What follows belongs to an exercise in optimizing a design on an open flow for small area, a short achievable clock period and few clock cycles per item; a production flow would make more cautious choices.
Power figures rest on the tool's default switching activity, not on a simulated workload.

alpha:
## math_core_alu
module math_core_alu #(
    parameter int DW = 32,
    parameter int CW = 32
) (
    input  logic          clk,
    input  logic          rst,
    input  logic [0:1]    mode,
    input  logic          in_valid,
    output logic          in_ready,
    input  logic [0:DW-1] ain,
    input  logic [0:DW-1] bin,
    output logic          out_valid,
    input  logic          out_ready,
    output logic [0:DW-1] result,
    output logic          ovf,
    output logic [0:CW-1] statistic,
    input  logic          stat_ld,
    input  logic [0:CW-1] stat_din,
    input  logic          flush,
    output logic          busy
);
==> flow/config.mk <==
export PLATFORM = sky130hd
export DESIGN_NAME = math_core_alu
export DESIGN_NICKNAME = math_core_alu
export VERILOG_FILES = /design/flow/design.v
export SDC_FILE = /design/flow/constraint.sdc
export NUM_CORES = 4
export LEC_CHECK = 0
export ABC_AREA = 1
export CAP_MARGIN = 20
export CORE_MARGIN = 2
export CORE_UTILIZATION = 40
export SLEW_MARGIN = 20
==> flow/constraint.sdc <==
create_clock -name core_clock -period 10.0 [get_ports {clk}]
set_input_delay 2.0000 -clock core_clock [delete_from_list [all_inputs] [get_ports {clk}]]
set_output_delay 2.0000 -clock core_clock [all_outputs]
set_load 0.01 [all_outputs]
standard.sh (not shown) runs the stock make flow with config.mk's settings and CLKGATE_MAP_FILE= SYNTH_SCRIPT=/design/flow/synth_recipe.tcl, a recipe that flattens the netlist after the stock synthesis.
==> flow/flow/run.sh <==
#!/bin/bash
# The standard layout, with plain buf_1 port buffers and a tighter setup target
# for timing repair; the log of the whole make run goes to standard.log.
bash standard.sh BUFFER_PORTS_ARGS="-buffer_cell sky130_fd_sc_hd__buf_1" SETUP_SLACK_MARGIN=5.6 finish > standard.log 2>&1
Modified inputs, beta compared to alpha
--- a/flow/design.v
+++ b/flow/design.v
@@ -17,19 +17,16 @@
     input  logic          stat_ld,
     input  logic [0:CW-1] stat_din,
     input  logic          flush,
     output logic          busy
 );
     logic [31:0]   a1;
     logic [31:0]   b1;
     logic [32:1]   a3_1;
-    logic [10:0]   bs1_1, bs2_1, bs3_1, bs4_1;
-    logic [9:0]    bneg_1;
-    logic          bgt_1;            
     logic [1:0]    m1;
     logic          v1;
     localparam int K = 20;
     logic [31:K]   s2;
     logic [31:K]   c2;
     logic [K-1:0]  lo2;
     logic          ck2;
     logic          k1_2;
@@ -46,49 +43,30 @@
     assign in_ready = !flush && en1;
     assign hs       = v2 && out_ready && !flush;
     logic [31:0] ain_v;
     logic [32:0] a3_in;
     assign ain_v = ain;
     assign a3_in = {1'b0, ain_v} + {ain_v, 1'b0};
     logic [32:0] a3;
     assign a3 = {a3_1, a1[0]};
-    logic [31:0] bin_v;
     logic [34:0] bx;
-    logic [10:0] bs1_in, bs2_in, bs3_in, bs4_in;
-    assign bin_v = bin;
-    assign bx    = {2'b00, bin_v, 1'b0};
+    logic [10:0] bs1, bs2, bs3, bs4, bneg;
+    assign bx = {2'b00, b1, 1'b0};
     always_comb begin
         for (int i = 0; i < 11; i++) begin
             logic t1, t0, tm;
             t1 = bx[3*i+2] ^ bx[3*i+3];
             t0 = bx[3*i+1] ^ bx[3*i+3];
             tm = bx[3*i]   ^ bx[3*i+3];
-            bs1_in[i] = !t1 & (t0 ^ tm);
-            bs2_in[i] = (t1 & !t0 & !tm) | (!t1 & t0 & tm);
-            bs3_in[i] = t1 & (t0 ^ tm);
-            bs4_in[i] = t1 & t0 & tm;
-        end
-    end
-    logic [10:0] bs1, bs2, bs3, bs4, bneg;
-    assign bs1  = bs1_1;
-    assign bs2  = bs2_1;
-    assign bs3  = bs3_1;
-    assign bs4  = bs4_1;
-    assign bneg = {1'b0, bneg_1};
-    always_comb begin
-        for (int i = 0; i < 11; i++) begin
-            logic tm, t1, t0, ng;
-            ng = bneg[i];
-            tm = ((i == 0) ? 1'b0 : bneg[i-1]) ^ ng;
-            t1 = tm ? (bs3[i] | bs4[i]) : (bs2[i] | bs3[i]);
-            t0 = tm ? (bs2[i] | bs4[i]) : (bs1[i] | bs3[i]);
-            if (3*i+2 < 32) b1[3*i+2] = ng;
-            if (3*i+1 < 32) b1[3*i+1] = t1 ^ ng;
-            b1[3*i] = t0 ^ ng;
+            bs1[i]  = !t1 & (t0 ^ tm);
+            bs2[i]  = (t1 & !t0 & !tm) | (!t1 & t0 & tm);
+            bs3[i]  = t1 & (t0 ^ tm);
+            bs4[i]  = t1 & t0 & tm;
+            bneg[i] = bx[3*i+3];
         end
     end
     logic [31:0] mul_s, mul_c;
     logic        mul_p32;            
     logic [2-1:0] mul_l32;        
     wire pp0_0, pp0_1, pp0_2, pp0_3, pp0_4, pp0_5, pp0_6, pp0_7, pp0_8, pp0_9, pp0_10, pp0_11, pp0_12, pp0_13, pp0_14, pp0_15;
     wire pp0_16, pp0_17, pp0_18, pp0_19, pp0_20, pp0_21, pp0_22, pp0_23, pp0_24, pp0_25, pp0_26, pp0_27, pp0_28, pp0_29, pp0_30, pp0_31;
     wire pp0_32, pp1_0, pp1_1, pp1_2, pp1_3, pp1_4, pp1_5, pp1_6, pp1_7, pp1_8, pp1_9, pp1_10, pp1_11, pp1_12, pp1_13, pp1_14;
@@ -641,17 +619,17 @@
     logic        is_mul, is_add, is_sub, is_max, b_gt;
     logic [31:0] s_n, c_n;
     logic        k1_n, k2_n;
     logic [K+1:0] lo_n;
     assign is_add = (m1 == 2'd0);
     assign is_sub = (m1 == 2'd1);
     assign is_mul = (m1 == 2'd2);
     assign is_max = (m1 == 2'd3);
-    assign b_gt   = bgt_1;
+    assign b_gt   = b1 > a1;
     assign s_n    = is_mul ? mul_s : ((is_max && b_gt) ? b1 : a1);
     assign c_n    = is_mul ? mul_c : (is_add ? b1 : (is_sub ? ~b1 : 32'd0));
     assign lo_n   = {1'b0, s_n[K-1:0], is_sub} + {1'b0, c_n[K-1:0], is_sub};
     assign k1_n   = is_sub || (is_mul && (g32 || mul_p32));
     assign k2_n   = is_add || is_sub || (is_mul && !g32);
     logic [33-K:0] hi;
     logic          cout;
     assign hi        = {1'b0, s2, ck2} + {1'b0, c2, ck2};
@@ -673,23 +651,17 @@
             else if (take2) v2 <= v1;
             if (stat_ld)    r_stat <= stat_din;
             else if (hs && !(&r_stat)) r_stat <= r_stat + 1'b1;
         end
     end
     always_ff @(posedge clk) begin
         if (en1) begin
             a1 <= ain;
-            bgt_1  <= bin_v > ain_v;
-            bs1_1  <= bs1_in;
-            bs2_1  <= bs2_in;
-            bs3_1  <= bs3_in;
-            bs4_1  <= bs4_in;
-            bneg_1 <= {bin_v[29], bin_v[26], bin_v[23], bin_v[20], bin_v[17],
-                       bin_v[14], bin_v[11], bin_v[8], bin_v[5], bin_v[2]};
+            b1   <= bin;
             a3_1 <= a3_in[32:1];
             m1 <= mode;
         end
     end
     always_ff @(posedge clk) begin
         if (take2) begin
             s2   <= s_n[31:K];
             c2   <= c_n[31:K];
==> notes.md <==
- alpha finished end to end and its layout was clean on timing, DRC and antenna.
- Every stage of the flow completed for beta, and the final layout passed the timing, DRC and antenna checks.
- Changes observed in beta relative to alpha: die outline area lost about 1.8%, routed wire length on met3 shows a reduction of 5.9%.
- Changes observed in beta relative to alpha: total nets after synthesis grew by 6.8%, area overhead of the layout relative to synthesis grew by 1.1 points.
- The overall power in alpha is 1.20 times that in beta.
- In the tables for alpha and beta, number of distinct library cells after synthesis reads higher with beta.
Function was not checked in any run of this note: the RTL went through the layout flow alone.

==> separate check: timing with driven ports <==
How much do the figures lean on ideal ports? The routed layouts below were timed once more, with nothing changed but the port constraints. Step 1: set_driving_cell puts a clkbuf_16 on clk and a buf_2 on each other input, an assumption about the parent block. Step 2 adds t to the input delays and takes it off the output delays; t is the mean of the earliest and latest rising clock arrival at the registers after step 1. Input paths then give back, and output paths get back, about the clock's delay inside the block. Slacks: ideal / step 1 / step 2; pairs: ideal / step 1.
run	t (ns)	slack for setup (ns)	latest minus earliest clock arrival (ns)	worst data-port slew with drivers (ns)
alpha	0.617	5.133 / 5.077 / 5.159	0.033 / 0.033	0.06
beta	0.571	4.819 / 4.819 / 4.819	0.019 / 0.019	0.06
After both steps every run listed still meets setup and hold.
